Source: an optimization exercise on an open RTL-to-GDS flow (aim: small area, a short achievable clock period and few clock cycles per item). Production flows keep margins and buffers that such runs may drop.
In this exercise RTL edits were held to simulation tests only and were not proved equivalent to the original.

<file path="flow/design.v">
package ivdll_pkg;
    localparam logic [14:0] DIST_MIN  = 15'd2560;
    localparam logic [14:0] DIST_MAX  = 15'd20480;
    localparam logic [1:0] ST_INTERP = 2'd0;
    localparam logic [1:0] ST_FAR    = 2'd1;
    localparam logic [1:0] ST_NEAR   = 2'd2;
    localparam logic [15:0] AV0 = 16'd49152;
    localparam logic [15:0] AV1 = 16'd26214;
    localparam logic [15:0] AV2 = 16'd19661;
    localparam logic [15:0] AV3 = 16'd14746;
    localparam logic [15:0] AV4 = 16'd9830;
    localparam logic [15:0] AV5 = 16'd7373;
    localparam logic [64*27-1:0] LOG_TAB = {
        {16'd64794, 11'd742}, {16'd64047, 11'd747}, {16'd63294, 11'd753}, {16'd62534, 11'd760},
        {16'd61769, 11'd765}, {16'd60997, 11'd772}, {16'd60219, 11'd778}, {16'd59434, 11'd785},
        {16'd58643, 11'd791}, {16'd57845, 11'd798}, {16'd57040, 11'd805}, {16'd56229, 11'd811},
        {16'd55410, 11'd819}, {16'd54584, 11'd826}, {16'd53751, 11'd833}, {16'd52911, 11'd840},
        {16'd52063, 11'd848}, {16'd51207, 11'd856}, {16'd50344, 11'd863}, {16'd49472, 11'd872},
        {16'd48593, 11'd879}, {16'd47705, 11'd888}, {16'd46809, 11'd896}, {16'd45904, 11'd905},
        {16'd44990, 11'd914}, {16'd44068, 11'd922}, {16'd43137, 11'd931}, {16'd42196, 11'd941},
        {16'd41246, 11'd950}, {16'd40286, 11'd960}, {16'd39316, 11'd970}, {16'd38336, 11'd980},
        {16'd37346, 11'd990}, {16'd36346, 11'd1000}, {16'd35334, 11'd1012}, {16'd34312, 11'd1022},
        {16'd33279, 11'd1033}, {16'd32234, 11'd1045}, {16'd31178, 11'd1056}, {16'd30109, 11'd1069},
        {16'd29029, 11'd1080}, {16'd27936, 11'd1093}, {16'd26830, 11'd1106}, {16'd25711, 11'd1119},
        {16'd24579, 11'd1132}, {16'd23433, 11'd1146}, {16'd22272, 11'd1161}, {16'd21098, 11'd1174},
        {16'd19909, 11'd1189}, {16'd18704, 11'd1205}, {16'd17484, 11'd1220}, {16'd16248, 11'd1236},
        {16'd14996, 11'd1252}, {16'd13727, 11'd1269}, {16'd12440, 11'd1287}, {16'd11136, 11'd1304},
        {16'd9814, 11'd1322}, {16'd8473, 11'd1341}, {16'd7112, 11'd1361}, {16'd5732, 11'd1380},
        {16'd4331, 11'd1401}, {16'd2909, 11'd1422}, {16'd1466, 11'd1443}, {16'd0, 11'd1466}
    };
    localparam logic [64*25-1:0] EXP_TAB = {
        {15'd32062, 10'd706}, {15'd31364, 10'd698}, {15'd30673, 10'd691}, {15'd29989, 10'd684},
        {15'd29313, 10'd676}, {15'd28645, 10'd668}, {15'd27983, 10'd662}, {15'd27329, 10'd654},
        {15'd26681, 10'd648}, {15'd26041, 10'd640}, {15'd25408, 10'd633}, {15'd24781, 10'd627},
        {15'd24161, 10'd620}, {15'd23548, 10'd613}, {15'd22941, 10'd607}, {15'd22341, 10'd600},
        {15'd21747, 10'd594}, {15'd21160, 10'd587}, {15'd20579, 10'd581}, {15'd20005, 10'd574},
        {15'd19436, 10'd569}, {15'd18874, 10'd562}, {15'd18317, 10'd557}, {15'd17767, 10'd550},
        {15'd17223, 10'd544}, {15'd16684, 10'd539}, {15'd16152, 10'd532}, {15'd15625, 10'd527},
        {15'd15103, 10'd522}, {15'd14588, 10'd515}, {15'd14078, 10'd510}, {15'd13573, 10'd505},
        {15'd13074, 10'd499}, {15'd12580, 10'd494}, {15'd12091, 10'd489}, {15'd11608, 10'd483},
        {15'd11130, 10'd478}, {15'd10657, 10'd473}, {15'd10190, 10'd467}, {15'd9727, 10'd463},
        {15'd9269, 10'd458}, {15'd8816, 10'd453}, {15'd8368, 10'd448}, {15'd7925, 10'd443},
        {15'd7487, 10'd438}, {15'd7053, 10'd434}, {15'd6624, 10'd429}, {15'd6200, 10'd424},
        {15'd5780, 10'd420}, {15'd5365, 10'd415}, {15'd4954, 10'd411}, {15'd4548, 10'd406},
        {15'd4146, 10'd402}, {15'd3748, 10'd398}, {15'd3355, 10'd393}, {15'd2966, 10'd389},
        {15'd2581, 10'd385}, {15'd2200, 10'd381}, {15'd1823, 10'd377}, {15'd1451, 10'd372},
        {15'd1082, 10'd369}, {15'd718, 10'd364}, {15'd357, 10'd361}, {15'd0, 10'd357}
    };
endpackage
module ivdll_lerp #(
    parameter int BASE_W = 16,
    parameter int DIFF_W = 11,
    parameter int FRAC_W = 9,
    parameter int OUT_W  = 17
) (
    input  logic [BASE_W-1:0] base,
    input  logic [DIFF_W-1:0] diff,
    input  logic [FRAC_W-1:0] frac,
    output logic [OUT_W-1:0]  result
);
    localparam int SUM_W = OUT_W + FRAC_W;
    logic [SUM_W-1:0] sum;
    assign sum    = (SUM_W'(base) << FRAC_W) + SUM_W'(diff) * SUM_W'(frac)
                  + (SUM_W'(1) << (FRAC_W - 1));
    assign result = sum[SUM_W-1:FRAC_W];
endmodule
module ir_volts_to_distance_loglog_core (
    input  logic        clk,
    input  logic        rst_n,
    input  logic        cfg_we,
    input  logic        cfg_index,
    input  logic [15:0] cfg_data,
    input  logic        sample_valid,
    output logic        sample_ready,
    input  logic [15:0] voltage,
    output logic        result_valid,
    input  logic        result_ready,
    output logic [14:0] distance,
    output logic [1:0]  range_status
);
    localparam int NS = 10;
    logic [15:0] far_thr_reg;
    logic [15:0] near_thr_reg;
    always_ff @(posedge clk or negedge rst_n)
    begin
        if (!rst_n)
        begin
            far_thr_reg  <= 16'd6554;
            near_thr_reg <= 16'd45875;
        end
        else if (cfg_we)
        begin
            if (cfg_index == 1'b0)
                far_thr_reg  <= cfg_data;
            else
                near_thr_reg <= cfg_data;
        end
    end
    logic [NS:1] vld_reg;
    logic        adv;
    assign adv = result_ready || !vld_reg[NS];
    always_ff @(posedge clk or negedge rst_n)
    begin
        if (!rst_n)
            vld_reg <= '0;
        else if (adv)
            vld_reg <= {vld_reg[NS-1:1], sample_valid};
    end
    assign sample_ready = adv;
    assign result_valid = vld_reg[NS];
    logic [1:0]  st_next;
    logic [2:0]  seg_next;
    logic [14:0] f_next;
    always_comb
    begin
        if (voltage <= far_thr_reg)
            st_next = ivdll_pkg::ST_FAR;
        else if (voltage >= near_thr_reg)
            st_next = ivdll_pkg::ST_NEAR;
        else if (voltage > ivdll_pkg::AV0)
            st_next = ivdll_pkg::ST_NEAR;
        else if (voltage < ivdll_pkg::AV5)
            st_next = ivdll_pkg::ST_FAR;
        else
            st_next = ivdll_pkg::ST_INTERP;
        if (voltage >= ivdll_pkg::AV1)
            seg_next = 3'd0;
        else if (voltage >= ivdll_pkg::AV2)
            seg_next = 3'd1;
        else if (voltage >= ivdll_pkg::AV3)
            seg_next = 3'd2;
        else if (voltage >= ivdll_pkg::AV4)
            seg_next = 3'd3;
        else
            seg_next = 3'd4;
        if (voltage[15])
            f_next = voltage[14:0];
        else if (voltage[14])
            f_next = {voltage[13:0], 1'b0};
        else if (voltage[13])
            f_next = {voltage[12:0], 2'b0};
        else
            f_next = {voltage[11:0], 3'b0};
    end
    logic [2:0]  s1_seg_reg;
    logic [14:0] s1_f_reg;
    logic [1:0]  s1_st_reg;
    always_ff @(posedge clk)
    begin
        if (adv)
        begin
            s1_seg_reg <= seg_next;
            s1_f_reg   <= f_next;
            s1_st_reg  <= st_next;
        end
    end
    logic [26:0] ltab;
    assign ltab = ivdll_pkg::LOG_TAB[s1_f_reg[14:9]*27 +: 27];
    logic [2:0]  s2_seg_reg;
    logic [15:0] s2_base_reg;
    logic [10:0] s2_diff_reg;
    logic [8:0]  s2_r_reg;
    logic [1:0]  s2_st_reg;
    always_ff @(posedge clk)
    begin
        if (adv)
        begin
            s2_seg_reg  <= s1_seg_reg;
            s2_base_reg <= ltab[26:11];
            s2_diff_reg <= ltab[10:0];
            s2_r_reg    <= s1_f_reg[8:0];
            s2_st_reg   <= s1_st_reg;
        end
    end
    logic [24:0] kc;
    always_comb
    begin
        case (s2_seg_reg)
            3'd0: kc = 25'd18582782;
            3'd1: kc = 25'd21705470;
            3'd2: kc = 25'd7780606;
            3'd3: kc = 25'd27409662;
            default: kc = 25'd7778046;
        endcase
    end
    logic [24:0] la_r0;
    assign la_r0 = 25'({~({11{s2_r_reg[0]}} & s2_diff_reg)}) << 0;
    logic [24:0] la_r1;
    assign la_r1 = 25'({~({11{s2_r_reg[1]}} & s2_diff_reg)}) << 1;
    logic [24:0] la_r2;
    assign la_r2 = 25'({~({11{s2_r_reg[2]}} & s2_diff_reg)}) << 2;
    logic [24:0] la_r3;
    assign la_r3 = 25'({~({11{s2_r_reg[3]}} & s2_diff_reg)}) << 3;
    logic [24:0] la_r4;
    assign la_r4 = 25'({~({11{s2_r_reg[4]}} & s2_diff_reg)}) << 4;
    logic [24:0] la_r5;
    assign la_r5 = 25'({~({11{s2_r_reg[5]}} & s2_diff_reg)}) << 5;
    logic [24:0] la_r6;
    assign la_r6 = 25'({~({11{s2_r_reg[6]}} & s2_diff_reg)}) << 6;
    logic [24:0] la_r7;
    assign la_r7 = 25'({~({11{s2_r_reg[7]}} & s2_diff_reg)}) << 7;
    logic [24:0] la_r8;
    assign la_r8 = 25'({~({11{s2_r_reg[8]}} & s2_diff_reg)}) << 8;
    logic [24:0] la_r9;
    assign la_r9 = 25'({~s2_base_reg}) << 9;
    logic [24:0] la_r10;
    assign la_r10 = kc;
    logic [24:0] la_l1s0;
    logic [24:0] la_l1c0;
    logic [24:0] la_l1m0;
    assign la_l1s0 = la_r0 ^ la_r1 ^ la_r2;
    assign la_l1m0 = (la_r0 & la_r1) | (la_r0 & la_r2) | (la_r1 & la_r2);
    assign la_l1c0 = {la_l1m0[23:0], 1'b0};
    logic [24:0] la_l1s1;
    logic [24:0] la_l1c1;
    logic [24:0] la_l1m1;
    assign la_l1s1 = la_r3 ^ la_r4 ^ la_r5;
    assign la_l1m1 = (la_r3 & la_r4) | (la_r3 & la_r5) | (la_r4 & la_r5);
    assign la_l1c1 = {la_l1m1[23:0], 1'b0};
    logic [24:0] la_l1s2;
    logic [24:0] la_l1c2;
    logic [24:0] la_l1m2;
    assign la_l1s2 = la_r6 ^ la_r7 ^ la_r8;
    assign la_l1m2 = (la_r6 & la_r7) | (la_r6 & la_r8) | (la_r7 & la_r8);
    assign la_l1c2 = {la_l1m2[23:0], 1'b0};
    logic [24:0] la_l2s0;
    logic [24:0] la_l2c0;
    logic [24:0] la_l2m0;
    assign la_l2s0 = la_l1s0 ^ la_l1c0 ^ la_l1s1;
    assign la_l2m0 = (la_l1s0 & la_l1c0) | (la_l1s0 & la_l1s1) | (la_l1c0 & la_l1s1);
    assign la_l2c0 = {la_l2m0[23:0], 1'b0};
    logic [24:0] la_l2s1;
    logic [24:0] la_l2c1;
    logic [24:0] la_l2m1;
    assign la_l2s1 = la_l1c1 ^ la_l1s2 ^ la_l1c2;
    assign la_l2m1 = (la_l1c1 & la_l1s2) | (la_l1c1 & la_l1c2) | (la_l1s2 & la_l1c2);
    assign la_l2c1 = {la_l2m1[23:0], 1'b0};
    logic [24:0] la_l3s0;
    logic [24:0] la_l3c0;
    logic [24:0] la_l3m0;
    assign la_l3s0 = la_l2s0 ^ la_l2c0 ^ la_l2s1;
    assign la_l3m0 = (la_l2s0 & la_l2c0) | (la_l2s0 & la_l2s1) | (la_l2c0 & la_l2s1);
    assign la_l3c0 = {la_l3m0[23:0], 1'b0};
    logic [24:0] la_l3s1;
    logic [24:0] la_l3c1;
    logic [24:0] la_l3m1;
    assign la_l3s1 = la_l2c1 ^ la_r9 ^ la_r10;
    assign la_l3m1 = (la_l2c1 & la_r9) | (la_l2c1 & la_r10) | (la_r9 & la_r10);
    assign la_l3c1 = {la_l3m1[23:0], 1'b0};
    logic [24:0] la_l4s0;
    logic [24:0] la_l4c0;
    logic [24:0] la_l4m0;
    assign la_l4s0 = la_l3s0 ^ la_l3c0 ^ la_l3s1;
    assign la_l4m0 = (la_l3s0 & la_l3c0) | (la_l3s0 & la_l3s1) | (la_l3c0 & la_l3s1);
    assign la_l4c0 = {la_l4m0[23:0], 1'b0};
    logic [24:0] la_l5s0;
    logic [24:0] la_l5c0;
    logic [24:0] la_l5m0;
    assign la_l5s0 = la_l4s0 ^ la_l4c0 ^ la_l3c1;
    assign la_l5m0 = (la_l4s0 & la_l4c0) | (la_l4s0 & la_l3c1) | (la_l4c0 & la_l3c1);
    assign la_l5c0 = {la_l5m0[23:0], 1'b0};
    logic [2:0]  s3_seg_reg;
    logic [24:0] s3_s_reg;
    logic [24:0] s3_c_reg;
    logic [1:0]  s3_st_reg;
    always_ff @(posedge clk)
    begin
        if (adv)
        begin
            s3_seg_reg <= s2_seg_reg;
            s3_s_reg   <= la_l5s0;
            s3_c_reg   <= la_l5c0;
            s3_st_reg  <= s2_st_reg;
        end
    end
    logic [24:0] dl_sum;
    logic [15:0] dl_next;
    assign dl_sum  = s3_s_reg + s3_c_reg;
    assign dl_next = dl_sum[24:9];
    logic [2:0]  s4_seg_reg;
    logic        s4_sg0_reg;
    logic        s4_sg1_reg;
    logic        s4_sg01_reg;
    logic [15:0] s4_dl_reg;
    logic [1:0]  s4_st_reg;
    always_ff @(posedge clk)
    begin
        if (adv)
        begin
            s4_seg_reg  <= s3_seg_reg;
            s4_sg0_reg  <= (s3_seg_reg == 3'd0);
            s4_sg1_reg  <= (s3_seg_reg == 3'd1);
            s4_sg01_reg <= (s3_seg_reg == 3'd0) || (s3_seg_reg == 3'd1);
            s4_dl_reg   <= dl_next;
            s4_st_reg   <= s3_st_reg;
        end
    end
    logic [28:0] sl_r0;
    assign sl_r0 = 29'(s4_dl_reg) << 12;
    logic [28:0] sl_r1;
    assign sl_r1 = {29{s4_sg01_reg}} & (29'(s4_dl_reg) << 7);
    logic [28:0] sl_r2;
    assign sl_r2 = {29{s4_sg01_reg}} & (29'(s4_dl_reg) << 2);
    logic [28:0] sl_r3;
    assign sl_r3 = {29{s4_sg01_reg}} & 29'(s4_dl_reg);
    logic [28:0] sl_r4;
    assign sl_r4 = ({29{s4_sg0_reg}} & (29'(s4_dl_reg) << 8)) | ({29{s4_sg1_reg}} & (29'(s4_dl_reg) << 10));
    logic [28:0] sl_r5;
    assign sl_r5 = ({29{s4_sg0_reg}} & (29'(s4_dl_reg) << 5)) | ({29{s4_sg1_reg}} & (29'(s4_dl_reg) << 9));
    logic [28:0] sl_r6;
    assign sl_r6 = {29{s4_sg1_reg}} & (29'(s4_dl_reg) << 3);
    logic [28:0] sl_r7;
    assign sl_r7 = 29'd2048;
    logic [28:0] sl_l1s0;
    logic [28:0] sl_l1c0;
    logic [28:0] sl_l1m0;
    assign sl_l1s0 = sl_r0 ^ sl_r1 ^ sl_r2;
    assign sl_l1m0 = (sl_r0 & sl_r1) | (sl_r0 & sl_r2) | (sl_r1 & sl_r2);
    assign sl_l1c0 = {sl_l1m0[27:0], 1'b0};
    logic [28:0] sl_l1s1;
    logic [28:0] sl_l1c1;
    logic [28:0] sl_l1m1;
    assign sl_l1s1 = sl_r3 ^ sl_r4 ^ sl_r5;
    assign sl_l1m1 = (sl_r3 & sl_r4) | (sl_r3 & sl_r5) | (sl_r4 & sl_r5);
    assign sl_l1c1 = {sl_l1m1[27:0], 1'b0};
    logic [28:0] sl_l2s0;
    logic [28:0] sl_l2c0;
    logic [28:0] sl_l2m0;
    assign sl_l2s0 = sl_l1s0 ^ sl_l1c0 ^ sl_l1s1;
    assign sl_l2m0 = (sl_l1s0 & sl_l1c0) | (sl_l1s0 & sl_l1s1) | (sl_l1c0 & sl_l1s1);
    assign sl_l2c0 = {sl_l2m0[27:0], 1'b0};
    logic [28:0] sl_l2s1;
    logic [28:0] sl_l2c1;
    logic [28:0] sl_l2m1;
    assign sl_l2s1 = sl_l1c1 ^ sl_r6 ^ sl_r7;
    assign sl_l2m1 = (sl_l1c1 & sl_r6) | (sl_l1c1 & sl_r7) | (sl_r6 & sl_r7);
    assign sl_l2c1 = {sl_l2m1[27:0], 1'b0};
    logic [28:0] sl_l3s0;
    logic [28:0] sl_l3c0;
    logic [28:0] sl_l3m0;
    assign sl_l3s0 = sl_l2s0 ^ sl_l2c0 ^ sl_l2s1;
    assign sl_l3m0 = (sl_l2s0 & sl_l2c0) | (sl_l2s0 & sl_l2s1) | (sl_l2c0 & sl_l2s1);
    assign sl_l3c0 = {sl_l3m0[27:0], 1'b0};
    logic [28:0] sl_l4s0;
    logic [28:0] sl_l4c0;
    logic [28:0] sl_l4m0;
    assign sl_l4s0 = sl_l3s0 ^ sl_l3c0 ^ sl_l2c1;
    assign sl_l4m0 = (sl_l3s0 & sl_l3c0) | (sl_l3s0 & sl_l2c1) | (sl_l3c0 & sl_l2c1);
    assign sl_l4c0 = {sl_l4m0[27:0], 1'b0};
    logic [2:0]  s5_seg_reg;
    logic [28:0] s5_s_reg;
    logic [28:0] s5_c_reg;
    logic [1:0]  s5_st_reg;
    always_ff @(posedge clk)
    begin
        if (adv)
        begin
            s5_seg_reg <= s4_seg_reg;
            s5_s_reg   <= sl_l4s0;
            s5_c_reg   <= sl_l4c0;
            s5_st_reg  <= s4_st_reg;
        end
    end
    logic [28:0] delta_sum;
    logic [16:0] delta_next;
    assign delta_sum  = s5_s_reg + s5_c_reg;
    assign delta_next = delta_sum[28:12];
    logic [2:0]  s6_seg_reg;
    logic [16:0] s6_delta_reg;
    logic [1:0]  s6_st_reg;
    always_ff @(posedge clk)
    begin
        if (adv)
        begin
            s6_seg_reg   <= s5_seg_reg;
            s6_delta_reg <= delta_next;
            s6_st_reg    <= s5_st_reg;
        end
    end
    logic [24:0] etab;
    assign etab = ivdll_pkg::EXP_TAB[s6_delta_reg[15:10]*25 +: 25];
    logic [2:0]  s7_seg_reg;
    logic        s7_ip_reg;
    logic [14:0] s7_base_reg;
    logic [9:0]  s7_diff_reg;
    logic [9:0]  s7_r_reg;
    logic [1:0]  s7_st_reg;
    always_ff @(posedge clk)
    begin
        if (adv)
        begin
            s7_seg_reg  <= s6_seg_reg;
            s7_ip_reg   <= s6_delta_reg[16];
            s7_base_reg <= etab[24:10];
            s7_diff_reg <= etab[9:0];
            s7_r_reg    <= s6_delta_reg[9:0];
            s7_st_reg   <= s6_st_reg;
        end
    end
    logic [25:0] le_r0;
    assign le_r0 = 26'({10{s7_r_reg[0]}} & s7_diff_reg) << 0;
    logic [25:0] le_r1;
    assign le_r1 = 26'({10{s7_r_reg[1]}} & s7_diff_reg) << 1;
    logic [25:0] le_r2;
    assign le_r2 = 26'({10{s7_r_reg[2]}} & s7_diff_reg) << 2;
    logic [25:0] le_r3;
    assign le_r3 = 26'({10{s7_r_reg[3]}} & s7_diff_reg) << 3;
    logic [25:0] le_r4;
    assign le_r4 = 26'({10{s7_r_reg[4]}} & s7_diff_reg) << 4;
    logic [25:0] le_r5;
    assign le_r5 = 26'({10{s7_r_reg[5]}} & s7_diff_reg) << 5;
    logic [25:0] le_r6;
    assign le_r6 = 26'({10{s7_r_reg[6]}} & s7_diff_reg) << 6;
    logic [25:0] le_r7;
    assign le_r7 = 26'({10{s7_r_reg[7]}} & s7_diff_reg) << 7;
    logic [25:0] le_r8;
    assign le_r8 = 26'({10{s7_r_reg[8]}} & s7_diff_reg) << 8;
    logic [25:0] le_r9;
    assign le_r9 = 26'({10{s7_r_reg[9]}} & s7_diff_reg) << 9;
    logic [25:0] le_r10;
    assign le_r10 = {1'b0, s7_base_reg, 10'd512};
    logic [25:0] le_l1s0;
    logic [25:0] le_l1c0;
    logic [25:0] le_l1m0;
    assign le_l1s0 = le_r0 ^ le_r1 ^ le_r2;
    assign le_l1m0 = (le_r0 & le_r1) | (le_r0 & le_r2) | (le_r1 & le_r2);
    assign le_l1c0 = {le_l1m0[24:0], 1'b0};
    logic [25:0] le_l1s1;
    logic [25:0] le_l1c1;
    logic [25:0] le_l1m1;
    assign le_l1s1 = le_r3 ^ le_r4 ^ le_r5;
    assign le_l1m1 = (le_r3 & le_r4) | (le_r3 & le_r5) | (le_r4 & le_r5);
    assign le_l1c1 = {le_l1m1[24:0], 1'b0};
    logic [25:0] le_l1s2;
    logic [25:0] le_l1c2;
    logic [25:0] le_l1m2;
    assign le_l1s2 = le_r6 ^ le_r7 ^ le_r8;
    assign le_l1m2 = (le_r6 & le_r7) | (le_r6 & le_r8) | (le_r7 & le_r8);
    assign le_l1c2 = {le_l1m2[24:0], 1'b0};
    logic [25:0] le_l2s0;
    logic [25:0] le_l2c0;
    logic [25:0] le_l2m0;
    assign le_l2s0 = le_l1s0 ^ le_l1c0 ^ le_l1s1;
    assign le_l2m0 = (le_l1s0 & le_l1c0) | (le_l1s0 & le_l1s1) | (le_l1c0 & le_l1s1);
    assign le_l2c0 = {le_l2m0[24:0], 1'b0};
    logic [25:0] le_l2s1;
    logic [25:0] le_l2c1;
    logic [25:0] le_l2m1;
    assign le_l2s1 = le_l1c1 ^ le_l1s2 ^ le_l1c2;
    assign le_l2m1 = (le_l1c1 & le_l1s2) | (le_l1c1 & le_l1c2) | (le_l1s2 & le_l1c2);
    assign le_l2c1 = {le_l2m1[24:0], 1'b0};
    logic [25:0] le_l3s0;
    logic [25:0] le_l3c0;
    logic [25:0] le_l3m0;
    assign le_l3s0 = le_l2s0 ^ le_l2c0 ^ le_l2s1;
    assign le_l3m0 = (le_l2s0 & le_l2c0) | (le_l2s0 & le_l2s1) | (le_l2c0 & le_l2s1);
    assign le_l3c0 = {le_l3m0[24:0], 1'b0};
    logic [25:0] le_l3s1;
    logic [25:0] le_l3c1;
    logic [25:0] le_l3m1;
    assign le_l3s1 = le_l2c1 ^ le_r9 ^ le_r10;
    assign le_l3m1 = (le_l2c1 & le_r9) | (le_l2c1 & le_r10) | (le_r9 & le_r10);
    assign le_l3c1 = {le_l3m1[24:0], 1'b0};
    logic [25:0] le_l4s0;
    logic [25:0] le_l4c0;
    logic [25:0] le_l4m0;
    assign le_l4s0 = le_l3s0 ^ le_l3c0 ^ le_l3s1;
    assign le_l4m0 = (le_l3s0 & le_l3c0) | (le_l3s0 & le_l3s1) | (le_l3c0 & le_l3s1);
    assign le_l4c0 = {le_l4m0[24:0], 1'b0};
    logic [25:0] le_l5s0;
    logic [25:0] le_l5c0;
    logic [25:0] le_l5m0;
    assign le_l5s0 = le_l4s0 ^ le_l4c0 ^ le_l3c1;
    assign le_l5m0 = (le_l4s0 & le_l4c0) | (le_l4s0 & le_l3c1) | (le_l4c0 & le_l3c1);
    assign le_l5c0 = {le_l5m0[24:0], 1'b0};
    logic [4:0]  s8_k_reg;
    logic        s8_far_reg;
    logic        s8_near_reg;
    logic        s8_ip_reg;
    logic [25:0] s8_s_reg;
    logic [25:0] s8_c_reg;
    logic [1:0]  s8_st_reg;
    always_ff @(posedge clk)
    begin
        if (adv)
        begin
            s8_k_reg    <= 5'(1) << s7_seg_reg;
            s8_far_reg  <= (s7_st_reg == ivdll_pkg::ST_FAR);
            s8_near_reg <= (s7_st_reg == ivdll_pkg::ST_NEAR);
            s8_ip_reg   <= s7_ip_reg && (s7_st_reg == ivdll_pkg::ST_INTERP);
            s8_s_reg    <= le_l5s0;
            s8_c_reg    <= le_l5c0;
            s8_st_reg   <= s7_st_reg;
        end
    end
    logic [25:0] exm_sum;
    logic [15:0] exm;
    logic [4:0]  k;
    logic [16:0] ex;
    logic [22:0] ex23;
    logic [22:0] op_a_next;
    logic [22:0] op_b_next;
    logic        neg_next;
    assign exm_sum = s8_s_reg + s8_c_reg;
    always_comb
    begin
        if (s8_far_reg)
        begin
            k   = 5'b10000;
            exm = 16'd10922;
        end
        else if (s8_near_reg)
        begin
            k   = 5'b00001;
            exm = 16'd0;
        end
        else if (s8_ip_reg)
        begin
            k   = 5'b00001;
            exm = 16'd32768;
        end
        else
        begin
            k   = s8_k_reg;
            exm = exm_sum[25:10];
        end
    end
    assign ex   = {exm[15], !exm[15], exm[14:0]};
    assign ex23 = 23'(ex);
    assign op_a_next = ({23{k[0]}} & (ex23 << 2))
                     | ({23{k[1]}} & (ex23 << 3))
                     | ({23{k[2] | k[3]}} & (ex23 << 4))
                     | ({23{k[4]}} & (ex23 << 5));
    assign op_b_next = ({23{k[0]}} & ex23)
                     | ({23{k[1]}} & (ex23 << 1))
                     | ({23{k[2]}} & ~ex23)
                     | ({23{k[3]}} & (ex23 << 2))
                     | ({23{k[4]}} & ~(ex23 << 1));
    assign neg_next  = k[2] || k[4];
    logic [22:0] s9_op_a_reg;
    logic [22:0] s9_op_b_reg;
    logic        s9_neg_reg;
    logic [1:0]  s9_st_reg;
    always_ff @(posedge clk)
    begin
        if (adv)
        begin
            s9_op_a_reg <= op_a_next;
            s9_op_b_reg <= op_b_next;
            s9_neg_reg  <= neg_next;
            s9_st_reg   <= s8_st_reg;
        end
    end
    logic [22:0] m_sum;
    logic [14:0] dist_next;
    assign m_sum     = s9_op_a_reg + s9_op_b_reg + {17'd0, 1'b1, 4'd0, s9_neg_reg};
    assign dist_next = m_sum[20:6];
    logic [14:0] dist_reg;
    logic [1:0]  st_out_reg;
    always_ff @(posedge clk)
    begin
        if (adv)
        begin
            dist_reg   <= dist_next;
            st_out_reg <= s9_st_reg;
        end
    end
    assign distance     = dist_reg;
    assign range_status = st_out_reg;
endmodule
</file>
<file path="flow/constraint.sdc">
create_clock -name core_clock -period 7.0 [get_ports {clk}]
set_input_delay 1.4000 -clock core_clock [delete_from_list [all_inputs] [get_ports {clk}]]
set_output_delay 1.4000 -clock core_clock [all_outputs]
set_load 0.01 [all_outputs]
</file>
<file path="flow/config.mk">
export PLATFORM = sky130hd
export DESIGN_NAME = ir_volts_to_distance_loglog_core
export DESIGN_NICKNAME = ir_volts_to_distance_loglog_core
export VERILOG_FILES = /design/flow/design.v
export SDC_FILE = /design/flow/constraint.sdc
export NUM_CORES = 4
export LEC_CHECK = 0
export CAP_MARGIN = 20
export CORE_MARGIN = 2
export CORE_UTILIZATION = 40
export SETUP_SLACK_MARGIN = 3.3
export SLEW_MARGIN = 20
</file>
<file path="flow/flow/run.sh">
#!/bin/bash
# The standard layout (the standard.sh: ORFS from synthesis to the final
# layout, unchanged synthesis), with two placement/CTS options changed:
# ports are buffered with buf_2 cells, and CTS inserts no dummy loads and clusters up to 20 sinks.
set -euo pipefail
bash standard.sh \
    'BUFFER_PORTS_ARGS=-buffer_cell sky130_fd_sc_hd__buf_2' \
    'CTS_ARGS=-sink_clustering_enable -repair_clock_nets -dont_use_dummy_load -sink_clustering_size 20 -sink_clustering_max_diameter 90' \
    finish > standard_flow.log 2>&1
</file>
<file path="flow/standard.sh">
#!/bin/bash
# synth_recipe.tcl (not shown) runs the flow's synth.tcl, then flattens the netlist and writes it again
# the make line also repeats each setting of config.mk as NAME=value (left out here)
make -C /OpenROAD-flow-scripts/flow DESIGN_CONFIG=/design/flow/config.mk WORK_HOME=/design/flow/orfs CLKGATE_MAP_FILE= SYNTH_SCRIPT=/design/flow/synth_recipe.tcl "${@:-finish}"
</file>
==> impl_metrics.json, run 1 <==
{
  "status": "finished clean",
  "grt_pass1_wl_microns": 109000,
  "hold_start": "s3_st_reg[1]",
  "synth_cell_types": 76,
  "wl_microns": 66900,
  "dominantRegCellSynth": "edfxtp_1",
  "grt_pass1_vias": 20472,
  "path_clk_slew_ns": 0.08,
  "insertedDiodeCount": 0,
  "reg2reg_from": "s2_r_reg[6]",
  "syn_area_sq_mm": 0.0296,
  "ys_ff_latch": 393,
  "drt_iter0_drc": 1670,
  "startpoint": "s2_r_reg[6]",
  "end_kind": "flip-flop",
  "synth_area_leaders": "edfxtp_1, fa_1, ha_1, nand2_1, inv_1",
  "drc": 0,
  "clockRootBuffer": "clkbuf_16",
  "tns_ns": 0,
  "cpMostUsedCell": "fa_1",
  "async_flop_share": 0.107,
  "crit_type": "flip-flop to flip-flop",
  "die_h_microns": 276,
  "placed_area_sq_mm": 0.0307,
  "vias_per_cell": 5.43,
  "dr.pass1.iters": 5,
  "hold_path_class": "flip-flop to flip-flop",
  "cp-start-kind": "flip-flop",
  "synthCells": 2789,
  "finClkSkew_ns": 0.0429,
  "slew_headroom": 0.348,
  "yosys-top-cells-count": "edfxtp_1, nand2_1, inv_1, ha_1, fa_1",
  "yosysMostFrequentCell": "edfxtp_1",
  "post_drt_wl_per_cell_microns": 17.9,
  "fin_crit_ns": 3.66,
  "syn_avg_cell_area_sq_um": 10.6,
  "hpwl_microns": 49800,
  "gp_congestion": 0.898,
  "numCtsBuffers": 25,
  "port_buffers": 56,
  "antenna_found_initial": 0,
  "rsz0062_at_grt": "yes",
  "crit_path_max_fanout": 6,
  "whs_ns": 0.385,
  "drive_gt1_frac": 0.0794,
  "synth.net_count": 3320,
  "min_path_cells": 0,
  "crit_chain": "buf_4, nand2_1, fa_1, inv_1, fa_1, fa_1, fa_1, inv_1, fa_1",
  "antenna_left": 0,
  "io_pins": 57,
  "cts.sinks": 393,
  "rows": 99,
  "initial_utilization": 0.405,
  "ys_seq_area_frac": 0.392,
  "dieArea_sq_mm": 0.0763,
  "grt_overflow": 0,
  "grt.total_usage": 0.174,
  "syn_to_final_growth_pct": 6.86,
  "insertion_delay_ns": 0.58,
  "synth_warnings": 1,
  "setup_viol": 0,
  "num_vias": 20309,
  "largest_register_ffs": 24,
  "arrival_ns": 3.92,
  "core_sq_mm": 0.0732,
  "cp_slowest_cell": "fa_1",
  "slew_violations": 0,
  "fmax_mhz": 273,
  "hold_viol_final": 0,
  "grt_max_degree": 158,
  "r2r_cells": 9,
  "fp.dieW_microns": 276,
  "num-fill-cells": 6853,
  "final_cell_area_sq_mm": 0.0317,
  "synth_top_cell_area_share": 0.356,
  "cts_hold_buf": 0,
  "clockBufferDepth": 3,
  "cts_max_level": 1,
  "cap_violations": 0,
  "yosys.area.top_type": "edfxtp_1",
  "required_ns": 7.26,
  "cts_tree": "built",
  "slowest_delay_ns": 0.55,
  "synth_edf_count": 351,
  "fin_crit_sh": 0.523,
  "tightest_slew_ns": 0.977,
  "final_nets": 3317
}
[placed cells by master (no fill, tap or decap), types with 42 or more instances in the layout]
cell      instances
nand2_1         328
and2_1          126
o21ai_0         174
ha_1            269
edfxtp_1        351
buf_4            55
inv_1           295
a21oi_1         151
buf_2            57
nor2_1          139
fa_1            222
nand3_1          42
[logic make-up after synthesis]
family | after synthesis | synth area share
adder cells (fa/ha/maj) | 494 | 0.265
XOR/XNOR | 61 | 0.0180
flip-flops | 393 | 0.392
buffers and inverters | 442 | 0.0562
AND/OR/NAND/NOR | 766 | 0.120
AO/OA/AOI/OAI | 572 | 0.123
multiplexers | 61 | 0.0265
[critical path, delay by kind of cell (launching register included)]
kind	cells	cell delay (ns)
flip-flops	1	0.49
AND/OR/NAND/NOR	1	0.07
adder cells (fa/ha/maj)	5	2.55
buffers and inverters	3	0.27
[routing by layer]
layer  routed length [microns]  vias to the layer above  share of wire  GRT usage
met5                         0                        -              0          0
met4                      1950                        0          0.029     0.0514
met3                      2570                      114          0.038     0.0165
met2                     34700                      532           0.52      0.318
met1                     27700                     9998           0.41      0.217
li1                          -                     9665              -          -
[through the flow]
stage	cells	worst slack (ns)	utilization
global route	3743	3.23	0.433
global placement	3675	3.31	0.420
detailed placement	3675	3.28	0.420
finish	3743	3.34	0.433
floorplan	2789	3.13	-
CTS	3709	3.29	0.429
[final cells by class]
cell class              instances  area, sq um  share of cell area
well taps                     959         1200              0.0379
repair buffers                116          746              0.0235
multi-input cells            1954        16400               0.517
inverters                     296         1110              0.0351
clock buffers                  25          626              0.0197
flip-flops and latches        393        11600               0.367
[final timing paths]
path	to	slack, ns
max	s3_s_reg[11]	3.34
min	s4_st_reg[1]	0.39
max reg2reg	s3_s_reg[11]	3.34
min reg2reg	s4_st_reg[1]	0.39
max in group asynchronous	near_thr_reg[10]	5.39
min in group asynchronous	vld_reg[1]	1.01
[timing repair]
item | CTS | global route
pin swaps | 0 | 18
hold endpoints to repair | 0 | 0
gates resized for setup | 0 | 9
setup buffers | 9 | 34
endpoints found under the setup margin | 3 | 13
Testbench counts, summed over its fixed seeds: cycles 16,080, items 16,000.
==> run 2: changes to the inputs <==
==> flow/flow/run.sh (replaced) <==
#!/bin/bash
# The standard layout (the standard.sh: ORFS from synthesis to the final
# layout, unchanged synthesis), with two placement/CTS options changed:
# ports are buffered with buf_2 cells, and CTS inserts no dummy loads.
set -euo pipefail
bash standard.sh \
    'BUFFER_PORTS_ARGS=-buffer_cell sky130_fd_sc_hd__buf_2' \
    'CTS_ARGS=-sink_clustering_enable -repair_clock_nets -dont_use_dummy_load' \
    finish > standard_flow.log 2>&1
--- a/flow/config.mk
+++ b/flow/config.mk
@@ -8,5 +8,4 @@
 export CAP_MARGIN = 20
 export CORE_MARGIN = 2
 export CORE_UTILIZATION = 40
-export SETUP_SLACK_MARGIN = 3.3
 export SLEW_MARGIN = 20
==> impl_metrics.json, run 2 <==
{
  "status": "finished clean",
  "wl_microns": 66400,
  "cap_violations": 0,
  "synth_cell_types": 76,
  "cp_num_buf_inv": 2,
  "dominantRegCellSynth": "edfxtp_1",
  "drt_iter0_drc": 1675,
  "tns_ns": 0,
  "crit_type": "primary input to output pin",
  "cpMostUsedCell": "buf_2",
  "synth.net_count": 3320,
  "fin_crit_sh": 0.554,
  "rsz0062_at_grt": "no",
  "post_cts_resized": 0,
  "synthCells": 2789,
  "grt_overflow": 0,
  "cts_max_level": 2,
  "fp.dieW_microns": 276,
  "cp-start-kind": "primary input",
  "gp_congestion": 0.879,
  "largest_register_ffs": 24,
  "crit_chain": "buf_2, nand2b_4, buf_2",
  "hold_start": "s4_seg_reg[2]",
  "die_h_microns": 276,
  "rows": 99,
  "drc": 0,
  "tightest_slew_ns": 0.952,
  "ys_seq_area_frac": 0.392,
  "yosys-top-cells-count": "edfxtp_1, nand2_1, inv_1, ha_1, fa_1",
  "synth_warnings": 1,
  "insertedDiodeCount": 0,
  "slew_violations": 0,
  "arrival_ns": 2.48,
  "syn_to_final_growth_pct": 7.42,
  "rrSetupSlack_ns": 3.27,
  "critical_path.top_delay_family": "simple AND/OR/NAND/NOR gates",
  "final_nets": 3294,
  "drive_gt1_frac": 0.0703,
  "fin_crit_ns": 3.88,
  "seqCellArea_sq_mm": 0.0116,
  "cts_hold_buf": 0,
  "synth_top_cell_area_share": 0.356,
  "postCtsSetupRepairBufs": 0,
  "whs_ns": 0.365,
  "synth_edf_count": 351,
  "clockRootBuffer": "clkbuf_16",
  "slowest_delay_ns": 0.69,
  "hpwl_microns": 49500,
  "yosys.area.top_type": "edfxtp_1",
  "grt_pass1_vias": 20647,
  "r2r_cells": 9,
  "syn_avg_cell_area_sq_um": 10.6,
  "cp_slowest_cell": "nand2b_4",
  "dieArea_sq_mm": 0.0763,
  "hold_path_class": "flip-flop to flip-flop",
  "num_vias": 20217,
  "finClkSkew_ns": 0.0589,
  "grt.total_usage": 0.175,
  "cts.sinks": 393,
  "grt_max_degree": 127,
  "core_sq_mm": 0.0732,
  "numCtsBuffers": 45,
  "yosysMostFrequentCell": "edfxtp_1",
  "antenna_left": 0,
  "setup_viol": 0,
  "min_to": "s5_seg_reg[2]",
  "initial_utilization": 0.405,
  "antenna_found_initial": 0,
  "r2r_end": "s3_s_reg[12]",
  "grt_pass1_wl_microns": 109000,
  "ys_ff_latch": 393,
  "end_kind": "output pin",
  "insertion_delay_ns": 0.57,
  "final_cell_mix": "edfxtp_1, nand2_1, inv_1",
  "cts_tree": "built",
  "num-fill-cells": 6847,
  "final_common_cell": "edfxtp_1",
  "slew_headroom": 0.365,
  "min_path_cells": 0,
  "clockBufferDepth": 3,
  "path_clk_slew_ns": 0.05,
  "async_flop_share": 0.107,
  "io_pins": 57,
  "port_buffers": 56,
  "synth_area_leaders": "edfxtp_1, fa_1, ha_1, nand2_1, inv_1",
  "vias_per_cell": 5.43,
  "required_ns": 5.60,
  "hold_viol_final": 0,
  "crit_path_max_fanout": 67,
  "fmax_mhz": 258,
  "syn_area_sq_mm": 0.0296,
  "reg2reg_from": "s2_r_reg[6]",
  "dr.pass1.iters": 6,
  "multi_input_area_sq_mm": 0.0164,
  "post_drt_wl_per_cell_microns": 17.8
}
[run 2: cell counts after synthesis]
No cell type changed its count.
[run 2: layer usage]
| metal | GRT usage | up-vias | share of wire |
|---|---|---|---|
| met4 | 0.0583 | 0 | 0.029 |
| met2 | 0.295 | 617 | 0.49 |
| met5 | 0 | - | 0 |
| li1 | - | 9635 | - |
| met3 | 0.0253 | 130 | 0.055 |
| met1 | 0.232 | 9835 | 0.43 |
[run 2: kinds of logic after synthesis]
logic type | share of synthesized area
AND/OR/NAND/NOR | 0.120
AO/OA/AOI/OAI | 0.123
adder cells (fa/ha/maj) | 0.265
buffers and inverters | 0.0562
flip-flops | 0.392
XOR/XNOR | 0.0180
multiplexers | 0.0265
[run 2: worst max path at each step]
stage / depth (start not counted) / slack, ns / to / from
finish: 3 / 3.12 / sample_ready / result_ready
global placement: 4 / 3.04 / s8_s_reg[15] / result_ready
detailed placement: 4 / 2.94 / s8_s_reg[15] / result_ready
global route: 3 / 3.02 / sample_ready / result_ready
floorplan: 2 / 1.50 / sample_ready / result_ready
CTS: 3 / 3.11 / sample_ready / result_ready
[run 2: layout make-up]
class                           instances  area share
Inverter                              296      0.0349
Clock buffer                           45      0.0354
Multi-Input combinational cell       1954       0.514
Timing Repair Buffer                   73      0.0132
Tap cell                              959      0.0377
Sequential cell                       393       0.365
[run 2: through the flow]
step / setup slack, ns / util / cell area (sq um) / instances
floorplan: 1.50 / - / 29600 / 2789
global placement: 3.04 / 0.420 / 30700 / 3675
detailed placement: 2.94 / 0.420 / 30700 / 3675
CTS: 3.11 / 0.435 / 31800 / 3720
global route: 3.02 / 0.435 / 31800 / 3720
finish: 3.12 / 0.435 / 31800 / 3720
==> run 3: changes to the inputs <==
--- a/flow/design.v
+++ b/flow/design.v
@@ -156,10 +156,27 @@
     end
     logic [26:0] ltab;
     assign ltab = ivdll_pkg::LOG_TAB[s1_f_reg[14:9]*27 +: 27];
+    logic [11:0] rp1;
+    logic [4:0]  one1;
+    logic [4:0]  two1;
+    logic [4:0]  neg1;
+    assign rp1 = {2'b00, s1_f_reg[8:0], 1'b0};
+    always_comb
+    begin
+        for (int k = 0; k < 5; k++)
+        begin
+            one1[k] = rp1[2*k+1] ^ rp1[2*k];
+            two1[k] = (rp1[2*k+2] & !rp1[2*k+1] & !rp1[2*k])
+                    | (!rp1[2*k+2] & rp1[2*k+1] & rp1[2*k]);
+            neg1[k] = !rp1[2*k+2] & (rp1[2*k+1] | rp1[2*k]);
+        end
+    end
     logic [2:0]  s2_seg_reg;
     logic [15:0] s2_base_reg;
     logic [10:0] s2_diff_reg;
-    logic [8:0]  s2_r_reg;
+    logic [4:0]  s2_one_reg;
+    logic [4:0]  s2_two_reg;
+    logic [4:0]  s2_neg_reg;
     logic [1:0]  s2_st_reg;
     always_ff @(posedge clk)
     begin
@@ -168,7 +185,9 @@
             s2_seg_reg  <= s1_seg_reg;
             s2_base_reg <= ltab[26:11];
             s2_diff_reg <= ltab[10:0];
-            s2_r_reg    <= s1_f_reg[8:0];
+            s2_one_reg  <= one1;
+            s2_two_reg  <= two1;
+            s2_neg_reg  <= neg1;
             s2_st_reg   <= s1_st_reg;
         end
     end
@@ -176,35 +195,40 @@
     always_comb
     begin
         case (s2_seg_reg)
-            3'd0: kc = 25'd18582782;
-            3'd1: kc = 25'd21705470;
-            3'd2: kc = 25'd7780606;
-            3'd3: kc = 25'd27409662;
-            default: kc = 25'd7778046;
+            3'd0: kc = 25'd18232063;
+            3'd1: kc = 25'd21354751;
+            3'd2: kc = 25'd7429887;
+            3'd3: kc = 25'd27058943;
+            default: kc = 25'd7427327;
         endcase
     end
+    logic [11:0] la_f0;
+    logic [11:0] la_f1;
+    logic [11:0] la_f2;
+    logic [11:0] la_f3;
+    logic [11:0] la_f4;
+    always_comb
+    begin
+        la_f0 = (({12{s2_one_reg[0]}} & {1'b0, s2_diff_reg}) | ({12{s2_two_reg[0]}} & {s2_diff_reg, 1'b0})) ^ {12{s2_neg_reg[0]}};
+        la_f1 = (({12{s2_one_reg[1]}} & {1'b0, s2_diff_reg}) | ({12{s2_two_reg[1]}} & {s2_diff_reg, 1'b0})) ^ {12{s2_neg_reg[1]}};
+        la_f2 = (({12{s2_one_reg[2]}} & {1'b0, s2_diff_reg}) | ({12{s2_two_reg[2]}} & {s2_diff_reg, 1'b0})) ^ {12{s2_neg_reg[2]}};
+        la_f3 = (({12{s2_one_reg[3]}} & {1'b0, s2_diff_reg}) | ({12{s2_two_reg[3]}} & {s2_diff_reg, 1'b0})) ^ {12{s2_neg_reg[3]}};
+        la_f4 = (({12{s2_one_reg[4]}} & {1'b0, s2_diff_reg}) | ({12{s2_two_reg[4]}} & {s2_diff_reg, 1'b0})) ^ {12{s2_neg_reg[4]}};
+    end
     logic [24:0] la_r0;
-    assign la_r0 = 25'({~({11{s2_r_reg[0]}} & s2_diff_reg)}) << 0;
+    assign la_r0 = 25'({~s2_neg_reg[0], la_f0}) << 0;
     logic [24:0] la_r1;
-    assign la_r1 = 25'({~({11{s2_r_reg[1]}} & s2_diff_reg)}) << 1;
+    assign la_r1 = (25'({~s2_neg_reg[1], la_f1}) << 2) | (25'(s2_neg_reg[0]) << 0);
     logic [24:0] la_r2;
-    assign la_r2 = 25'({~({11{s2_r_reg[2]}} & s2_diff_reg)}) << 2;
+    assign la_r2 = (25'({~s2_neg_reg[2], la_f2}) << 4) | (25'(s2_neg_reg[1]) << 2);
     logic [24:0] la_r3;
-    assign la_r3 = 25'({~({11{s2_r_reg[3]}} & s2_diff_reg)}) << 3;
+    assign la_r3 = (25'({~s2_neg_reg[3], la_f3}) << 6) | (25'(s2_neg_reg[2]) << 4);
     logic [24:0] la_r4;
-    assign la_r4 = 25'({~({11{s2_r_reg[4]}} & s2_diff_reg)}) << 4;
+    assign la_r4 = (25'({~s2_neg_reg[4], la_f4}) << 8) | (25'(s2_neg_reg[3]) << 6);
     logic [24:0] la_r5;
-    assign la_r5 = 25'({~({11{s2_r_reg[5]}} & s2_diff_reg)}) << 5;
+    assign la_r5 = (25'({~s2_base_reg}) << 9) | (25'(s2_neg_reg[4]) << 8);
     logic [24:0] la_r6;
-    assign la_r6 = 25'({~({11{s2_r_reg[6]}} & s2_diff_reg)}) << 6;
-    logic [24:0] la_r7;
-    assign la_r7 = 25'({~({11{s2_r_reg[7]}} & s2_diff_reg)}) << 7;
-    logic [24:0] la_r8;
-    assign la_r8 = 25'({~({11{s2_r_reg[8]}} & s2_diff_reg)}) << 8;
-    logic [24:0] la_r9;
-    assign la_r9 = 25'({~s2_base_reg}) << 9;
-    logic [24:0] la_r10;
-    assign la_r10 = kc;
+    assign la_r6 = kc;
     logic [24:0] la_l1s0;
     logic [24:0] la_l1c0;
     logic [24:0] la_l1m0;
@@ -217,48 +241,24 @@
     assign la_l1s1 = la_r3 ^ la_r4 ^ la_r5;
     assign la_l1m1 = (la_r3 & la_r4) | (la_r3 & la_r5) | (la_r4 & la_r5);
     assign la_l1c1 = {la_l1m1[23:0], 1'b0};
-    logic [24:0] la_l1s2;
-    logic [24:0] la_l1c2;
-    logic [24:0] la_l1m2;
-    assign la_l1s2 = la_r6 ^ la_r7 ^ la_r8;
-    assign la_l1m2 = (la_r6 & la_r7) | (la_r6 & la_r8) | (la_r7 & la_r8);
-    assign la_l1c2 = {la_l1m2[23:0], 1'b0};
     logic [24:0] la_l2s0;
     logic [24:0] la_l2c0;
     logic [24:0] la_l2m0;
     assign la_l2s0 = la_l1s0 ^ la_l1c0 ^ la_l1s1;
     assign la_l2m0 = (la_l1s0 & la_l1c0) | (la_l1s0 & la_l1s1) | (la_l1c0 & la_l1s1);
     assign la_l2c0 = {la_l2m0[23:0], 1'b0};
-    logic [24:0] la_l2s1;
-    logic [24:0] la_l2c1;
-    logic [24:0] la_l2m1;
-    assign la_l2s1 = la_l1c1 ^ la_l1s2 ^ la_l1c2;
-    assign la_l2m1 = (la_l1c1 & la_l1s2) | (la_l1c1 & la_l1c2) | (la_l1s2 & la_l1c2);
-    assign la_l2c1 = {la_l2m1[23:0], 1'b0};
     logic [24:0] la_l3s0;
     logic [24:0] la_l3c0;
     logic [24:0] la_l3m0;
-    assign la_l3s0 = la_l2s0 ^ la_l2c0 ^ la_l2s1;
-    assign la_l3m0 = (la_l2s0 & la_l2c0) | (la_l2s0 & la_l2s1) | (la_l2c0 & la_l2s1);
+    assign la_l3s0 = la_l2s0 ^ la_l2c0 ^ la_l1c1;
+    assign la_l3m0 = (la_l2s0 & la_l2c0) | (la_l2s0 & la_l1c1) | (la_l2c0 & la_l1c1);
     assign la_l3c0 = {la_l3m0[23:0], 1'b0};
-    logic [24:0] la_l3s1;
-    logic [24:0] la_l3c1;
-    logic [24:0] la_l3m1;
-    assign la_l3s1 = la_l2c1 ^ la_r9 ^ la_r10;
-    assign la_l3m1 = (la_l2c1 & la_r9) | (la_l2c1 & la_r10) | (la_r9 & la_r10);
-    assign la_l3c1 = {la_l3m1[23:0], 1'b0};
     logic [24:0] la_l4s0;
     logic [24:0] la_l4c0;
     logic [24:0] la_l4m0;
-    assign la_l4s0 = la_l3s0 ^ la_l3c0 ^ la_l3s1;
-    assign la_l4m0 = (la_l3s0 & la_l3c0) | (la_l3s0 & la_l3s1) | (la_l3c0 & la_l3s1);
+    assign la_l4s0 = la_l3s0 ^ la_l3c0 ^ la_r6;
+    assign la_l4m0 = (la_l3s0 & la_l3c0) | (la_l3s0 & la_r6) | (la_l3c0 & la_r6);
     assign la_l4c0 = {la_l4m0[23:0], 1'b0};
-    logic [24:0] la_l5s0;
-    logic [24:0] la_l5c0;
-    logic [24:0] la_l5m0;
-    assign la_l5s0 = la_l4s0 ^ la_l4c0 ^ la_l3c1;
-    assign la_l5m0 = (la_l4s0 & la_l4c0) | (la_l4s0 & la_l3c1) | (la_l4c0 & la_l3c1);
-    assign la_l5c0 = {la_l5m0[23:0], 1'b0};
     logic [2:0]  s3_seg_reg;
     logic [24:0] s3_s_reg;
     logic [24:0] s3_c_reg;
@@ -268,8 +268,8 @@
         if (adv)
         begin
             s3_seg_reg <= s2_seg_reg;
-            s3_s_reg   <= la_l5s0;
-            s3_c_reg   <= la_l5c0;
+            s3_s_reg   <= la_l4s0;
+            s3_c_reg   <= la_l4c0;
             s3_st_reg  <= s2_st_reg;
         end
     end
@@ -379,11 +379,29 @@
     end
     logic [24:0] etab;
     assign etab = ivdll_pkg::EXP_TAB[s6_delta_reg[15:10]*25 +: 25];
+    logic [10:0] rp2;
+    logic [4:0]  one2;
+    logic [4:0]  two2;
+    logic [4:0]  neg2;
+    assign rp2 = {s6_delta_reg[9:0], 1'b0};
+    always_comb
+    begin
+        for (int k = 0; k < 5; k++)
+        begin
+            one2[k] = rp2[2*k+1] ^ rp2[2*k];
+            two2[k] = (rp2[2*k+2] & !rp2[2*k+1] & !rp2[2*k])
+                    | (!rp2[2*k+2] & rp2[2*k+1] & rp2[2*k]);
+            neg2[k] = rp2[2*k+2] & !(rp2[2*k+1] & rp2[2*k]);
+        end
+    end
     logic [2:0]  s7_seg_reg;
     logic        s7_ip_reg;
     logic [14:0] s7_base_reg;
     logic [9:0]  s7_diff_reg;
-    logic [9:0]  s7_r_reg;
+    logic [4:0]  s7_one_reg;
+    logic [4:0]  s7_two_reg;
+    logic [4:0]  s7_neg_reg;
+    logic        s7_r9_reg;
     logic [1:0]  s7_st_reg;
     always_ff @(posedge clk)
     begin
@@ -393,32 +411,42 @@
             s7_ip_reg   <= s6_delta_reg[16];
             s7_base_reg <= etab[24:10];
             s7_diff_reg <= etab[9:0];
-            s7_r_reg    <= s6_delta_reg[9:0];
+            s7_one_reg  <= one2;
+            s7_two_reg  <= two2;
+            s7_neg_reg  <= neg2;
+            s7_r9_reg   <= s6_delta_reg[9];
             s7_st_reg   <= s6_st_reg;
         end
     end
+    logic [10:0] le_f0;
+    logic [10:0] le_f1;
+    logic [10:0] le_f2;
+    logic [10:0] le_f3;
+    logic [10:0] le_f4;
+    always_comb
+    begin
+        le_f0 = (({11{s7_one_reg[0]}} & {1'b0, s7_diff_reg}) | ({11{s7_two_reg[0]}} & {s7_diff_reg, 1'b0})) ^ {11{s7_neg_reg[0]}};
+        le_f1 = (({11{s7_one_reg[1]}} & {1'b0, s7_diff_reg}) | ({11{s7_two_reg[1]}} & {s7_diff_reg, 1'b0})) ^ {11{s7_neg_reg[1]}};
+        le_f2 = (({11{s7_one_reg[2]}} & {1'b0, s7_diff_reg}) | ({11{s7_two_reg[2]}} & {s7_diff_reg, 1'b0})) ^ {11{s7_neg_reg[2]}};
+        le_f3 = (({11{s7_one_reg[3]}} & {1'b0, s7_diff_reg}) | ({11{s7_two_reg[3]}} & {s7_diff_reg, 1'b0})) ^ {11{s7_neg_reg[3]}};
+        le_f4 = (({11{s7_one_reg[4]}} & {1'b0, s7_diff_reg}) | ({11{s7_two_reg[4]}} & {s7_diff_reg, 1'b0})) ^ {11{s7_neg_reg[4]}};
+    end
     logic [25:0] le_r0;
-    assign le_r0 = 26'({10{s7_r_reg[0]}} & s7_diff_reg) << 0;
+    assign le_r0 = 26'({~s7_neg_reg[0], le_f0}) << 0;
     logic [25:0] le_r1;
-    assign le_r1 = 26'({10{s7_r_reg[1]}} & s7_diff_reg) << 1;
+    assign le_r1 = (26'({~s7_neg_reg[1], le_f1}) << 2) | (26'(s7_neg_reg[0]) << 0);
     logic [25:0] le_r2;
-    assign le_r2 = 26'({10{s7_r_reg[2]}} & s7_diff_reg) << 2;
+    assign le_r2 = (26'({~s7_neg_reg[2], le_f2}) << 4) | (26'(s7_neg_reg[1]) << 2);
     logic [25:0] le_r3;
-    assign le_r3 = 26'({10{s7_r_reg[3]}} & s7_diff_reg) << 3;
+    assign le_r3 = (26'({~s7_neg_reg[3], le_f3}) << 6) | (26'(s7_neg_reg[2]) << 4);
     logic [25:0] le_r4;
-    assign le_r4 = 26'({10{s7_r_reg[4]}} & s7_diff_reg) << 4;
+    assign le_r4 = (26'({~s7_neg_reg[4], le_f4}) << 8) | (26'(s7_neg_reg[3]) << 6);
     logic [25:0] le_r5;
-    assign le_r5 = 26'({10{s7_r_reg[5]}} & s7_diff_reg) << 5;
+    assign le_r5 = (26'({10{s7_r9_reg}} & s7_diff_reg) << 10) | (26'(s7_neg_reg[4]) << 8);
     logic [25:0] le_r6;
-    assign le_r6 = 26'({10{s7_r_reg[6]}} & s7_diff_reg) << 6;
+    assign le_r6 = {1'b0, s7_base_reg, 10'd512};
     logic [25:0] le_r7;
-    assign le_r7 = 26'({10{s7_r_reg[7]}} & s7_diff_reg) << 7;
-    logic [25:0] le_r8;
-    assign le_r8 = 26'({10{s7_r_reg[8]}} & s7_diff_reg) << 8;
-    logic [25:0] le_r9;
-    assign le_r9 = 26'({10{s7_r_reg[9]}} & s7_diff_reg) << 9;
-    logic [25:0] le_r10;
-    assign le_r10 = {1'b0, s7_base_reg, 10'd512};
+    assign le_r7 = 26'd66410496;
     logic [25:0] le_l1s0;
     logic [25:0] le_l1c0;
     logic [25:0] le_l1m0;
@@ -431,12 +459,6 @@
     assign le_l1s1 = le_r3 ^ le_r4 ^ le_r5;
     assign le_l1m1 = (le_r3 & le_r4) | (le_r3 & le_r5) | (le_r4 & le_r5);
     assign le_l1c1 = {le_l1m1[24:0], 1'b0};
-    logic [25:0] le_l1s2;
-    logic [25:0] le_l1c2;
-    logic [25:0] le_l1m2;
-    assign le_l1s2 = le_r6 ^ le_r7 ^ le_r8;
-    assign le_l1m2 = (le_r6 & le_r7) | (le_r6 & le_r8) | (le_r7 & le_r8);
-    assign le_l1c2 = {le_l1m2[24:0], 1'b0};
     logic [25:0] le_l2s0;
     logic [25:0] le_l2c0;
     logic [25:0] le_l2m0;
@@ -446,8 +468,8 @@
     logic [25:0] le_l2s1;
     logic [25:0] le_l2c1;
     logic [25:0] le_l2m1;
-    assign le_l2s1 = le_l1c1 ^ le_l1s2 ^ le_l1c2;
-    assign le_l2m1 = (le_l1c1 & le_l1s2) | (le_l1c1 & le_l1c2) | (le_l1s2 & le_l1c2);
+    assign le_l2s1 = le_l1c1 ^ le_r6 ^ le_r7;
+    assign le_l2m1 = (le_l1c1 & le_r6) | (le_l1c1 & le_r7) | (le_r6 & le_r7);
     assign le_l2c1 = {le_l2m1[24:0], 1'b0};
     logic [25:0] le_l3s0;
     logic [25:0] le_l3c0;
@@ -455,24 +477,12 @@
     assign le_l3s0 = le_l2s0 ^ le_l2c0 ^ le_l2s1;
     assign le_l3m0 = (le_l2s0 & le_l2c0) | (le_l2s0 & le_l2s1) | (le_l2c0 & le_l2s1);
     assign le_l3c0 = {le_l3m0[24:0], 1'b0};
-    logic [25:0] le_l3s1;
-    logic [25:0] le_l3c1;
-    logic [25:0] le_l3m1;
-    assign le_l3s1 = le_l2c1 ^ le_r9 ^ le_r10;
-    assign le_l3m1 = (le_l2c1 & le_r9) | (le_l2c1 & le_r10) | (le_r9 & le_r10);
-    assign le_l3c1 = {le_l3m1[24:0], 1'b0};
     logic [25:0] le_l4s0;
     logic [25:0] le_l4c0;
     logic [25:0] le_l4m0;
-    assign le_l4s0 = le_l3s0 ^ le_l3c0 ^ le_l3s1;
-    assign le_l4m0 = (le_l3s0 & le_l3c0) | (le_l3s0 & le_l3s1) | (le_l3c0 & le_l3s1);
+    assign le_l4s0 = le_l3s0 ^ le_l3c0 ^ le_l2c1;
+    assign le_l4m0 = (le_l3s0 & le_l3c0) | (le_l3s0 & le_l2c1) | (le_l3c0 & le_l2c1);
     assign le_l4c0 = {le_l4m0[24:0], 1'b0};
-    logic [25:0] le_l5s0;
-    logic [25:0] le_l5c0;
-    logic [25:0] le_l5m0;
-    assign le_l5s0 = le_l4s0 ^ le_l4c0 ^ le_l3c1;
-    assign le_l5m0 = (le_l4s0 & le_l4c0) | (le_l4s0 & le_l3c1) | (le_l4c0 & le_l3c1);
-    assign le_l5c0 = {le_l5m0[24:0], 1'b0};
     logic [4:0]  s8_k_reg;
     logic        s8_far_reg;
     logic        s8_near_reg;
@@ -488,8 +498,8 @@
             s8_far_reg  <= (s7_st_reg == ivdll_pkg::ST_FAR);
             s8_near_reg <= (s7_st_reg == ivdll_pkg::ST_NEAR);
             s8_ip_reg   <= s7_ip_reg && (s7_st_reg == ivdll_pkg::ST_INTERP);
-            s8_s_reg    <= le_l5s0;
-            s8_c_reg    <= le_l5c0;
+            s8_s_reg    <= le_l4s0;
+            s8_c_reg    <= le_l4c0;
             s8_st_reg   <= s7_st_reg;
         end
     end
==> flow/flow/run.sh (replaced) <==
#!/bin/bash
# The standard layout (the standard.sh: ORFS from synthesis to the final
# layout, unchanged synthesis), with two placement/CTS options changed:
# ports are buffered with buf_2 cells, and CTS inserts no dummy loads and clusters up to 20 sinks.
set -euo pipefail
bash standard.sh \
    'BUFFER_PORTS_ARGS=-buffer_cell sky130_fd_sc_hd__buf_2' \
    'CTS_ARGS=-sink_clustering_enable -repair_clock_nets -dont_use_dummy_load -sink_clustering_size 20 -sink_clustering_max_diameter 90' \
    finish > standard_flow.log 2>&1
--- a/flow/config.mk
+++ b/flow/config.mk
@@ -8,4 +8,5 @@
 export CAP_MARGIN = 20
 export CORE_MARGIN = 2
 export CORE_UTILIZATION = 40
+export SETUP_SLACK_MARGIN = 3.3
 export SLEW_MARGIN = 20
==> impl_metrics.json, run 3 <==
{
  "hold_start": "s4_seg_reg[1]",
  "synth-xor-area-share": 0.0491,
  "clockRootBuffer": "clkbuf_16",
  "yosys.area.top_type": "edfxtp_1",
  "fp.dieW_microns": 282,
  "drc": 0,
  "hpwl_microns": 50900,
  "grt_pass1_vias": 20783,
  "tightest_slew_ns": 1.01,
  "final_cell_count_no_fill": 3891,
  "fin_crit_ns": 3.58,
  "synth_area_leaders": "edfxtp_1, ha_1, fa_1, xnor2_1, inv_1",
  "core_sq_mm": 0.0771,
  "end_kind": "flip-flop",
  "dominantRegCellSynth": "edfxtp_1",
  "grt.total_usage": 0.172,
  "synth_warnings": 1,
  "syn_area_sq_mm": 0.0310,
  "grt_pass1_wl_microns": 111000,
  "rows": 102,
  "drt_iter0_drc": 1881,
  "cts_hold_buf": 0,
  "synth_edf_count": 376,
  "reg2reg_from": "s4_sg1_reg",
  "synth.net_count": 3413,
  "yosysMostFrequentCell": "edfxtp_1",
  "ys_seq_area_frac": 0.399,
  "vias_per_cell": 5.48,
  "hold_path_class": "flip-flop to flip-flop",
  "gp_congestion": 0.937,
  "synth_cell_types": 89,
  "synth_top_cell_area_share": 0.364,
  "whs_ns": 0.411,
  "wl_microns": 68700,
  "dp.cells": 3861,
  "antenna_found_initial": 0,
  "cts.sinks": 418,
  "num_vias": 21309,
  "insertion_delay_ns": 0.59,
  "syn_to_final_growth_pct": 5.71,
  "slew_headroom": 0.329,
  "startpoint": "s4_sg1_reg",
  "initial_utilization": 0.402,
  "dr.pass1.iters": 8,
  "synthCells": 2922,
  "required_ns": 7.34,
  "rsz0062_at_grt": "no",
  "cp_slowest_cell": "edfxtp_1",
  "yosys-top-cells-count": "edfxtp_1, inv_1, ha_1, nand2_1, fa_1",
  "slew_violations": 0,
  "synth_top_family_by_area": "adder cells",
  "final_nets": 3344,
  "syn_avg_cell_area_sq_um": 10.6,
  "hold_viol_final": 0,
  "fin_crit_sh": 0.511,
  "yosys.area_share.adder": 0.223,
  "clockBufferDepth": 3,
  "synthSimpleGateAreaFrac": 0.0932,
  "crit_type": "flip-flop to flip-flop",
  "drive_gt1_frac": 0.0691,
  "post_drt_wl_per_cell_microns": 17.7,
  "async_flop_share": 0.100,
  "cts_max_level": 1,
  "ys_ff_latch": 418,
  "crit_path_max_fanout": 18,
  "arrival_ns": 3.92,
  "io_pins": 57,
  "final_common_cell": "edfxtp_1",
  "cp-start-kind": "flip-flop",
  "slowest_delay_ns": 0.63,
  "synth-compound-area-share": 0.147,
  "final_cell_mix": "edfxtp_1, inv_1, ha_1",
  "die_h_microns": 282,
  "cpMostUsedCell": "fa_1",
  "status": "finished clean",
  "tns_ns": 0,
  "cap_violations": 0,
  "port_buffers": 56,
  "cts_tree": "built",
  "dieArea_sq_mm": 0.0797,
  "setup_viol": 0,
  "antenna_left": 0,
  "synth_mux_area_frac": 0.0301,
  "crit_chain": "and2_1, or2_2, fa_1, inv_1, fa_1, fa_1, inv_1, fa_1",
  "path_clk_slew_ns": 0.08,
  "insertedDiodeCount": 0,
  "grt_max_degree": 179,
  "grt_overflow": 0,
  "finClkSkew_ns": 0.0698,
  "fmax_mhz": 279,
  "numCtsBuffers": 27
}
## run 3: cell types whose count changed in the layout (fill, tap and decap cells not counted), sizes merged, moves of 16 or more
cell	previous run	this run
a211oi	18	34
a21o	27	44
a22oi	18	112
and2	127	48
clkbuf	45	27
edfxtp	351	376
fa	224	165
ha	269	288
nand2	329	249
xnor2	41	152
## run 3: cell families (layout without fill, tap and decap cells)
group / Yosys count / after routing
AO/OA/AOI/OAI: 691 / 691
XOR/XNOR: 173 / 173
multiplexers: 75 / 75
AND/OR/NAND/NOR: 633 / 633
buffers and inverters: 478 / 407
flip-flops: 418 / 418
adder cells (fa/ha/maj): 454 / 454
## run 3: routing by layer
layer  vias up  global-route usage  routed length (microns)
li1      10193                   -                        -
met3       101              0.0202                     3820
met2       657               0.279                    32000
met4         0              0.0469                     1760
met5         -                   0                        0
met1     10358               0.242                    31100
## run 3: critical path: cells and delay by family (launching register included)
| kind | cells | cell delay (ns) |
|---|---|---|
| buf+inv | 2 | 0.10 |
| flops | 1 | 0.63 |
| simple gates | 2 | 0.60 |
| fa+ha+maj | 4 | 1.97 |
## run 3: repair_timing
| item | CTS | global route |
|---|---|---|
| setup endpoints to repair | 1 | 2 |
| buffers inserted | 0 | 3 |
| resized for setup | 1 | 1 |
## run 3: final cells by class
type                            count  area (sq um)
Clock buffer                       27           676
Tap cell                         1040          1300
Multi-Input combinational cell   2026         16800
Fill cell                        7363         44300
Inverter                          306          1150
Sequential cell                   418         12400
Timing Repair Buffer               74           428
## run 3: path summary, 6_finish.rpt
check | endpoint | slack (ns) | depth (start not counted)
max | s5_s_reg[11] | 3.42 | 8
min | s5_seg_reg[1] | 0.41 | 0
max reg2reg | s5_s_reg[11] | 3.42 | 8
min reg2reg | s5_seg_reg[1] | 0.41 | 0
max in group asynchronous | far_thr_reg[10] | 5.48 | 1
min in group asynchronous | vld_reg[10] | 0.94 | 1
## run 3: per-stage QoR
stage	cell area, sq um	util	setup WS (ns)
after detailed placement	32100	0.416	3.33
after CTS	32700	0.425	3.42
after global placement	32100	0.416	3.40
after floorplan	31000	-	3.07
final	32800	0.425	3.42
after global routing	32800	0.425	3.32
Testbench counts of run 3, summed over its fixed seeds: cycles 16,080, items 16,000.

re-timing with driven ports:
In the flow no input, the clock included, has a driving cell. The finished layouts below were timed again as built, in two steps.
Step 1: set_driving_cell puts a clkbuf_16 on clk and a buf_2 on each other input, an assumption about the parent block.
Step 2 times the ports against the registers' clock, not the clock port: input delays grow and output delays shrink by t, the midpoint of the rising clock arrivals with the driver on.
Three values: no drivers, after step 1, after step 2; two values: the first two.
| run | t (ns) | slack for setup (ns) | worst setup path at the end |
|---|---|---|---|
| run 1 | 0.606 | 3.337 / 3.337 / 3.190 | input to register |
| run 2 | 0.608 | 3.124 / 3.099 / 2.994 | input to register |
| run 3 | 0.627 | 3.421 / 3.421 / 3.256 | input to register |
After both steps setup and hold are still met in every run listed. The setup slack of run 3, which loses most, moves by 0.000 ns with the drivers and by -0.165 ns with both steps.
